This is an optimization exercise on Yosys and OpenROAD, whose aim is small area, not a production implementation. Function was checked by simulation only, so behaviour that the tests miss may differ from the original. Power and IR drop assume default switching activity.

==> flow/design.v <==
`default_nettype none
package exe_pkg;
	localparam int DATA_W     = 32;                  
	localparam int REG_AW     = 5;                   
	localparam int SHAMT_W    = 5;                   
	localparam int WB_CREDITS = 2;                   
	localparam int CREDIT_W   = 2;                   
	localparam int BUF_AW     = 1;                   
	typedef enum logic [3:0] {
		OP_ADD  = 4'd0,
		OP_SUB  = 4'd1,
		OP_AND  = 4'd2,
		OP_OR   = 4'd3,
		OP_XOR  = 4'd4,
		OP_SLL  = 4'd5,
		OP_SRL  = 4'd6,
		OP_SRA  = 4'd7,
		OP_SLT  = 4'd8,
		OP_SLTU = 4'd9
	} alu_op_e;
	typedef enum logic [1:0] {
		EXC_NONE       = 2'd0,
		EXC_ILLEGAL_OP = 2'd1
	} exc_code_e;
endpackage
`default_nettype wire
`default_nettype none
import exe_pkg::*;
module alu_unit (
	input  logic                clk,
	input  logic                reset_,
	input  logic                flush,
	input  logic                issue_valid,
	input  exe_pkg::alu_op_e             issue_op,
	input  logic [DATA_W-1:0]   issue_a,
	input  logic [DATA_W-1:0]   issue_b,
	input  logic [REG_AW-1:0]   issue_rd,
	output logic                issue_ready,
	input  logic                credit_return,
	output logic                res_valid,
	output logic [REG_AW-1:0]   res_rd,
	output logic [DATA_W-1:0]   res_data,
	output exe_pkg::exc_code_e           res_exc
);
	logic [CREDIT_W-1:0]  credit_cnt;
	logic                 accept;
	logic [SHAMT_W-1:0]   shamt;
	logic [DATA_W-1:0]    alu_data;
	exe_pkg::exc_code_e            alu_exc;
	assign issue_ready = (credit_cnt != '0);                  
	assign accept      = issue_valid && issue_ready && !flush;
	assign shamt       = issue_b[SHAMT_W-1:0];
	always_comb begin
		alu_data = '0;
		alu_exc  = EXC_NONE;
		case (issue_op)
			OP_ADD:  alu_data = issue_a + issue_b;               
			OP_SUB:  alu_data = issue_a - issue_b;
			OP_AND:  alu_data = issue_a & issue_b;
			OP_OR:   alu_data = issue_a | issue_b;
			OP_XOR:  alu_data = issue_a ^ issue_b;
			OP_SLL:  alu_data = issue_a << shamt;
			OP_SRL:  alu_data = issue_a >> shamt;
			OP_SRA:  alu_data = $signed(issue_a) >>> shamt;    
			OP_SLT: begin
				alu_data = {{(DATA_W-1){1'b0}}, ($signed(issue_a) < $signed(issue_b))};
			end
			OP_SLTU: begin
				alu_data = {{(DATA_W-1){1'b0}}, (issue_a < issue_b)};
			end
			default: begin
				alu_exc  = EXC_ILLEGAL_OP;                      
				alu_data = '0;
			end
		endcase
	end
	always_ff @(posedge clk or negedge reset_) begin
		if (!reset_) begin
			res_valid <= 1'b0;
		end else if (flush) begin
			res_valid <= 1'b0;                                   
		end else begin
			res_valid <= accept;                                 
		end
	end
	always_ff @(posedge clk) begin
		if (accept) begin
			res_rd   <= issue_rd;
			res_data <= alu_data;
			res_exc  <= alu_exc;
		end
	end
	always_ff @(posedge clk or negedge reset_) begin
		if (!reset_) begin
			credit_cnt <= CREDIT_W'(WB_CREDITS);
		end else if (flush) begin
			credit_cnt <= CREDIT_W'(WB_CREDITS);                
		end else begin
			case ({accept, credit_return})
				2'b10:   credit_cnt <= credit_cnt - CREDIT_W'(1);
				2'b01:   credit_cnt <= credit_cnt + CREDIT_W'(1);
				default: credit_cnt <= credit_cnt;               
			endcase
		end
	end
endmodule
`default_nettype wire
`default_nettype none
import exe_pkg::*;
module wb_buffer (
	input  logic                clk,
	input  logic                reset_,
	input  logic                flush,
	input  logic                res_valid,
	input  logic [REG_AW-1:0]   res_rd,
	input  logic [DATA_W-1:0]   res_data,
	input  exe_pkg::exc_code_e           res_exc,
	output logic                credit_return,
	output logic                wb_valid,
	output logic [REG_AW-1:0]   wb_rd,
	output logic [DATA_W-1:0]   wb_data,
	output exe_pkg::exc_code_e           wb_exc,
	input  logic                wb_ack
);
	logic [REG_AW-1:0]    mem_rd   [WB_CREDITS];
	logic [DATA_W-1:0]    mem_data [WB_CREDITS];
	exe_pkg::exc_code_e            mem_exc  [WB_CREDITS];
	logic [BUF_AW-1:0]    wr_ptr;
	logic [BUF_AW-1:0]    rd_ptr;
	logic [CREDIT_W-1:0]  count;
	logic [CREDIT_W-1:0]  count_next;
	logic                 push;
	logic                 pop;
	function automatic logic [BUF_AW-1:0] ptr_inc(input logic [BUF_AW-1:0] ptr);
		if (ptr == BUF_AW'(WB_CREDITS - 1)) begin
			ptr_inc = {BUF_AW{1'b0}};
		end else begin
			ptr_inc = ptr + BUF_AW'(1);
		end
	endfunction
	assign push = res_valid && !flush;
	assign pop  = wb_valid && wb_ack;                         
	always_comb begin
		case ({push, pop})
			2'b10:   count_next = count + CREDIT_W'(1);
			2'b01:   count_next = count - CREDIT_W'(1);
			default: count_next = count;
		endcase
	end
	assign wb_rd   = mem_rd[rd_ptr];
	assign wb_data = mem_data[rd_ptr];
	assign wb_exc  = mem_exc[rd_ptr];
	always_ff @(posedge clk) begin
		if (push) begin
			mem_rd[wr_ptr]   <= res_rd;
			mem_data[wr_ptr] <= res_data;
			mem_exc[wr_ptr]  <= res_exc;
		end
	end
	always_ff @(posedge clk or negedge reset_) begin
		if (!reset_) begin
			wr_ptr        <= '0;
			rd_ptr        <= '0;
			count         <= '0;
			wb_valid      <= 1'b0;
			credit_return <= 1'b0;
		end else if (flush) begin
			wr_ptr        <= '0;
			rd_ptr        <= '0;
			count         <= '0;
			wb_valid      <= 1'b0;
			credit_return <= 1'b0;                               
		end else begin
			if (push) begin
				wr_ptr <= ptr_inc(wr_ptr);
			end
			if (pop) begin
				rd_ptr <= ptr_inc(rd_ptr);
			end
			count         <= count_next;
			wb_valid      <= (count_next != '0);                 
			credit_return <= pop;                                
		end
	end
endmodule
`default_nettype wire
`default_nettype none
import exe_pkg::*;
module reg_writeback (
	input  logic                clk,
	input  logic                reset_,
	input  logic                wb_valid,
	input  logic [REG_AW-1:0]   wb_rd,
	input  logic [DATA_W-1:0]   wb_data,
	input  exe_pkg::exc_code_e           wb_exc,
	output logic                wb_ack,
	input  logic                ext_valid,
	input  logic [REG_AW-1:0]   ext_rd,
	input  logic [DATA_W-1:0]   ext_data,
	output logic                commit_valid,
	output logic [REG_AW-1:0]   commit_rd,
	output logic [DATA_W-1:0]   commit_data,
	output logic                exc_valid,
	output exe_pkg::exc_code_e           exc_code,
	input  logic [REG_AW-1:0]   reg_raddr,
	output logic [DATA_W-1:0]   reg_rdata
);
	logic [DATA_W-1:0]  rf [2**REG_AW];
	logic               buf_wr;
	logic               buf_exc;
	logic               wr_en;
	logic [REG_AW-1:0]  wr_rd;
	logic [DATA_W-1:0]  wr_data;
	assign wb_ack  = wb_valid && !ext_valid;
	assign buf_wr  = wb_ack && (wb_exc == EXC_NONE);
	assign buf_exc = wb_ack && (wb_exc != EXC_NONE);           
	assign wr_en   = ext_valid || buf_wr;
	assign wr_rd   = ext_valid ? ext_rd : wb_rd;
	assign wr_data = ext_valid ? ext_data : wb_data;
	assign reg_rdata = rf[reg_raddr];                          
	always_ff @(posedge clk or negedge reset_) begin
		if (!reset_) begin
			for (int i = 0; i < 2**REG_AW; i++) begin
				rf[i] <= '0;
			end
		end else if (wr_en && (wr_rd != '0)) begin
			rf[wr_rd] <= wr_data;
		end
	end
	always_ff @(posedge clk or negedge reset_) begin
		if (!reset_) begin
			commit_valid <= 1'b0;
			exc_valid    <= 1'b0;
		end else begin
			commit_valid <= wr_en;                               
			exc_valid    <= buf_exc;
		end
	end
	always_ff @(posedge clk) begin
		if (wr_en) begin
			commit_rd   <= wr_rd;
			commit_data <= wr_data;
		end
		if (buf_exc) begin
			exc_code <= wb_exc;
		end
	end
endmodule
`default_nettype wire
`default_nettype none
import exe_pkg::*;
module alu_wb_top (
	input  logic                clk,
	input  logic                reset_,
	input  logic                flush,
	input  logic                issue_valid,
	input  logic [3:0]          issue_op,
	input  logic [31:0]         issue_a,
	input  logic [31:0]         issue_b,
	input  logic [4:0]          issue_rd,
	output logic                issue_ready,
	input  logic                ext_valid,
	input  logic [4:0]          ext_rd,
	input  logic [31:0]         ext_data,
	output logic                commit_valid,
	output logic [4:0]          commit_rd,
	output logic [31:0]         commit_data,
	output logic                exc_valid,
	output logic [1:0]          exc_code,
	input  logic [4:0]          reg_raddr,
	output logic [31:0]         reg_rdata
);
	logic                res_valid;                           
	logic [REG_AW-1:0]   res_rd;
	logic [DATA_W-1:0]   res_data;
	exe_pkg::exc_code_e           res_exc;
	logic                credit_return;
	logic                wb_valid;                            
	logic [REG_AW-1:0]   wb_rd;
	logic [DATA_W-1:0]   wb_data;
	exe_pkg::exc_code_e           wb_exc;
	logic                wb_ack;
	alu_unit u_alu (
		.clk           (clk),
		.reset_        (reset_),
		.flush         (flush),
		.issue_valid   (issue_valid),
		.issue_op      (issue_op),
		.issue_a       (issue_a),
		.issue_b       (issue_b),
		.issue_rd      (issue_rd),
		.issue_ready   (issue_ready),
		.credit_return (credit_return),
		.res_valid     (res_valid),
		.res_rd        (res_rd),
		.res_data      (res_data),
		.res_exc       (res_exc)
	);
	wb_buffer u_buf (
		.clk           (clk),
		.reset_        (reset_),
		.flush         (flush),
		.res_valid     (res_valid),
		.res_rd        (res_rd),
		.res_data      (res_data),
		.res_exc       (res_exc),
		.credit_return (credit_return),
		.wb_valid      (wb_valid),
		.wb_rd         (wb_rd),
		.wb_data       (wb_data),
		.wb_exc        (wb_exc),
		.wb_ack        (wb_ack)
	);
	reg_writeback u_wb (
		.clk           (clk),
		.reset_        (reset_),
		.wb_valid      (wb_valid),
		.wb_rd         (wb_rd),
		.wb_data       (wb_data),
		.wb_exc        (wb_exc),
		.wb_ack        (wb_ack),
		.ext_valid     (ext_valid),
		.ext_rd        (ext_rd),
		.ext_data      (ext_data),
		.commit_valid  (commit_valid),
		.commit_rd     (commit_rd),
		.commit_data   (commit_data),
		.exc_valid     (exc_valid),
		.exc_code      (exc_code),
		.reg_raddr     (reg_raddr),
		.reg_rdata     (reg_rdata)
	);
endmodule
`default_nettype wire
==> flow/run.sh <==
#!/bin/bash
# synth_recipe.tcl (not shown) runs the flow's synth.tcl, then flattens the netlist and writes it again
# the make line also repeats each setting of config.mk as NAME=value (left out here)
make -C /OpenROAD-flow-scripts/flow DESIGN_CONFIG=/design/flow/config.mk WORK_HOME=/design/flow/orfs CLKGATE_MAP_FILE= SYNTH_SCRIPT=/design/flow/synth_recipe.tcl finish
==> flow/config.mk <==
export PLATFORM = sky130hd
export DESIGN_NAME = alu_wb_top
export DESIGN_NICKNAME = alu_wb_top
export VERILOG_FILES = /design/flow/design.v
export SDC_FILE = /design/flow/constraint.sdc
export NUM_CORES = 4
export LEC_CHECK = 0
export CAP_MARGIN = 20
export CORE_MARGIN = 2
export CORE_UTILIZATION = 40
export SLEW_MARGIN = 20
==> flow/constraint.sdc <==
create_clock -name core_clock -period 7.0 [get_ports {clk}]
set_input_delay 1.4000 -clock core_clock [delete_from_list [all_inputs] [get_ports {clk}]]
set_output_delay 1.4000 -clock core_clock [all_outputs]
set_load 0.01 [all_outputs]
==> run notes <==
drc violations=0; post-route minimum period=6.50 ns; Sink Count=1187; Die Area=0.142 mm²; post-CTS setup buffer count=0; instance count on the critical path=9; most used routing layer=met2; Comb pwr share=16.4%; leakage dissipation=0.0276 µW; Layout area overhead=14.7%; status=complete, no violations; RSZ-0062 raised after global routing=false; WP data required=5.60 ns; Final WS setup=0.499 ns; Synth warnings=4; Initial Utilization=40.4%; Max IR drop VDD=0.000225 V; Synth cell types=88; post-synthesis sequential area ratio=54.8%; crit path kind=input port to primary output; Critical Path Start=reg_raddr[2]; number of global-route vias before repair=44800; Net Sw Frac=29.9%; nets@finish=5958; cts hold-fix bufs=0; Worst Skew=0.0449 ns; Ports=194; CP top delay family=simple AND/OR/NAND/NOR gates; Worst Path Max Fanout=20; crit path to=reg_rdata[26]; met3 GRT Util=5.10%; final cycle utilization of the critical path=92.9%; pin count of the biggest net entering global routing=170; hold depth=0; routed length per instance=28.0 µm; worst reg-to-reg path cell count=8; GP Congestion=0.948; flop and latch count out of synthesis=1187; R2R setup slack=2.68 ns; FF-to-FF Start=u_buf.rd_ptr$_DFFE_PN0P_; Worst-Margin Slew=1.15 ns; first-pass GRT wire length=313 mm; critical-path cell list=clkdlybuf4s50_1 > nand3b_1 > nor2_4 > buf_4 > a22o_1 > a221oi_1 > nand4_1 > o32a_1 > clkdlybuf4s50_1; CORE AREA=0.138 mm²; r2r endpoint=u_wb.rf[20][15]$_DFFE_PN0P_; fmax=0.154 GHz; Setup violations, final=0; Pwr per Cell Area=307 mW/mm²; final hold vios=0; Max clock buf depth=3; Avg Synthesized Cell Area=9.63 µm²; Port Buf Inserts=192; Pwr Total=19600 µW; first drt pass iteration count=5; hpwl dp=132 mm; Placement Setup Slack=0.603 ns; sequential share of power=50.3%; MaxCap Viol Count=0; Worst Setup Start Kind=input port; initial antenna violation count=8; share of cells above drive strength 1=9.40%; initial DRC count=5125; CP arrival=5.10 ns; via count=46600; ys flop type=dfrtp_1; Syn Nets=5997; FILL cells=13100; Async SR Flop Fraction=87.2%; clock root cell=clkbuf_16; type of element capturing the critical path=primary output; Bufs and invs on worst path=3; final max-slew violation count=0; grt met1 use=40.8%; internal power=13700 µW; Rows=136; Die Y=377 µm; Total Wirelength=214 mm; CTS tree=yes; NetSw=5860 µW; highest-delay cell along the critical path=nor2_4; CTS clk-pin slew, worst paths=0.06 ns; ANT nets after route=0; met2 usage=47.5%; Rel. slew slack=23.0%; CP peak stage delay=0.99 ns; Post-synth EDFFs=152; synthesized instance count=5774; Min-Delay Path Class=flop to flop; Vias/cell=6.10; CTS Buf Count=119; GR Overflow Total=0; All-Layer GR Usage=29.8%; most used cell, CP=clkdlybuf4s50_1; DIE WIDTH=377 µm; clock power share=33.4%; Setup TNS=0 ns; CTS resizes=0; Synth Cell Area=0.0556 mm²; CTS HTree Levels=3; worst skew pair latency=0.76 ns
## state kept, by name (all words and copies together), names as in the netlist
signal               flops
u_wb.exc_code            1
u_wb.commit_data        32
u_buf.credit_return      1
u_buf.count              2
u_alu.res_data          32
u_buf.mem_data          64
u_buf.rd_ptr             1
u_alu.res_exc            1
u_buf.wb_valid           1
u_alu.res_rd             5
u_buf.wr_ptr             1
u_buf.mem_rd            10
u_wb.commit_rd           5
u_wb.rf               1024
u_wb.exc_valid           1
u_alu.credit_cnt         2
u_alu.res_valid          1
u_wb.commit_valid        1
u_buf.mem_exc            2
## final cells by class
class,count,area (µm²),area share (%)
Sequential cell,1187,30500,47.8
Multi-Input combinational cell,3917,23100,36.2
Clock buffer,174,3490,5.47
Timing Repair Buffer,372,3450,5.42
Tap cell,1794,2240,3.52
Inverter,138,518,0.812
Clock inverter,44,494,0.775
Antenna cell,3,7.51,0.0118
## per-layer routing
layer | part of all wire, % | routed length, µm
met2 | 46 | 98200
met5 | 0.036 | 76
met3 | 8.3 | 17700
met4 | 3.9 | 8370
met1 | 42 | 89300
## per-stage QoR
step / instance area [µm²] / hold WS, ns / utilization [%] / instances
2_1_floorplan: 55600 / 0.421 / - / 5774
3_3_place_gp: 59800 / 0.366 / 43.4 / 7407
3_5_place_dp: 59800 / 0.367 / 43.4 / 7407
4_1_cts: 63700 / 0.382 / 46.3 / 7625
5_1_grt: 63800 / 0.389 / 46.3 / 7626
6_report: 63800 / 0.380 / 46.3 / 7629
## cells by family after synthesis
family	count (synthesis)	share of synthesized area (%)
AO/OA/AOI/OAI	2058	23.1
XOR/XNOR	14	0.220
adder cells (fa/ha/maj)	103	2.34
buffers and inverters	670	4.65
flip-flops	1187	54.8
multiplexers	123	3.06
other	1	0.00674
AND/OR/NAND/NOR	1618	11.8
## power by group through the flow
stage | Sequential (µW) | Combinational (µW) | Clock (µW)
final | 9840 | 3200 | 6530
after global routing | 10000 | 3660 | 6860
after CTS | 9800 | 3190 | 6600
after detailed placement | 9910 | 3190 | 0
after global placement | 9880 | 3080 | 0
after floorplan | 9570 | 2030 | 0
## synthesized netlist by cell type (all sizes together) (9+ instances only)
| cell type | count | area (µm²) |
|---|---|---|
| nand2 | 1121 | 4210 |
| o21ai | 1111 | 5570 |
| dfrtp | 1034 | 25900 |
| clkbuf | 467 | 1750 |
| nor2 | 265 | 995 |
| a21oi | 197 | 986 |
| a221oi | 179 | 1570 |
| a22oi | 178 | 1340 |
| a22o | 165 | 1450 |
| edfxtp | 152 | 4560 |
| inv | 135 | 507 |
| ha | 101 | 1260 |
| mux2i | 80 | 801 |
| nand4 | 71 | 444 |
| buf | 65 | 315 |
| nand3 | 55 | 275 |
| mux4 | 37 | 833 |
| o32a | 32 | 320 |
| nor3 | 31 | 160 |
| o211ai | 21 | 168 |
| a21o | 19 | 143 |
| o22ai | 19 | 119 |
| a211oi | 17 | 128 |
| o21bai | 17 | 128 |
| nand2b | 15 | 93.8 |
| nor2b | 15 | 93.8 |
| a31oi | 13 | 81.3 |
| a211o | 12 | 106 |
| xnor2 | 11 | 96.3 |
| o2111ai | 9 | 78.8 |
| o221ai | 9 | 78.8 |
## cell usage in the layout (no fill, tap or decap), types with 55 or more instances in the layout
cell type,netlist,routed
a21oi_1,197,165
a221oi_1,178,178
a22o_1,165,165
a22oi_1,178,178
buf_4,6,166
clkbuf_16,0,121
clkdlybuf4s50_1,0,186
dfrtp_1,1034,1033
edfxtp_1,152,152
ha_1,101,101
inv_1,134,134
mux2i_1,80,80
nand2_1,1121,1090
nand3_1,55,55
nand4_1,71,71
nor2_1,265,231
o21ai_0,1104,1104
## worst min path at each step
stage	end	startpoint	slack, ns
after floorplan	u_buf.mem_data[0][0]$_DFFE_PP_	u_alu.res_data[0]$_DFFE_PP_	0.42
after global placement	u_wb.rf[0][1]$_DFFE_PN0P_	u_wb.rf[0][1]$_DFFE_PN0P_	0.37
after detailed placement	u_wb.rf[0][14]$_DFFE_PN0P_	u_wb.rf[0][14]$_DFFE_PN0P_	0.37
after CTS	u_wb.rf[0][0]$_DFFE_PN0P_	u_wb.rf[0][0]$_DFFE_PN0P_	0.38
after global routing	u_wb.rf[0][19]$_DFFE_PN0P_	u_wb.rf[0][19]$_DFFE_PN0P_	0.39
final	u_wb.rf[0][5]$_DFFE_PN0P_	u_wb.rf[0][5]$_DFFE_PN0P_	0.38

what the ideal ports hide:
How much do the figures lean on ideal ports? The routed layout below was timed once more, with nothing changed but the port constraints.
Step 1 sets driving cells, clkbuf_16 on the clock port and buf_2 on the other inputs (assumed; they add their load-dependent delay and slew).
Step 2 adds t to the input delays and takes it off the output delays; t is the mean of the earliest and latest rising clock arrival at the registers after step 1. Input paths then give back, and output paths get back, about the clock's delay inside the block.
Slacks: ideal ports / drivers / drivers and shift; pairs: ideal ports / drivers.
t, ns: 0.815
setup slack, ns: 0.499 / 0.468 / 0.468
hold WS [ns]: 0.380 / 0.380 / 0.380
After both steps this run still meets setup and hold. For this run, drivers alone change the setup slack by -0.031 ns; drivers and shift together by -0.031 ns.
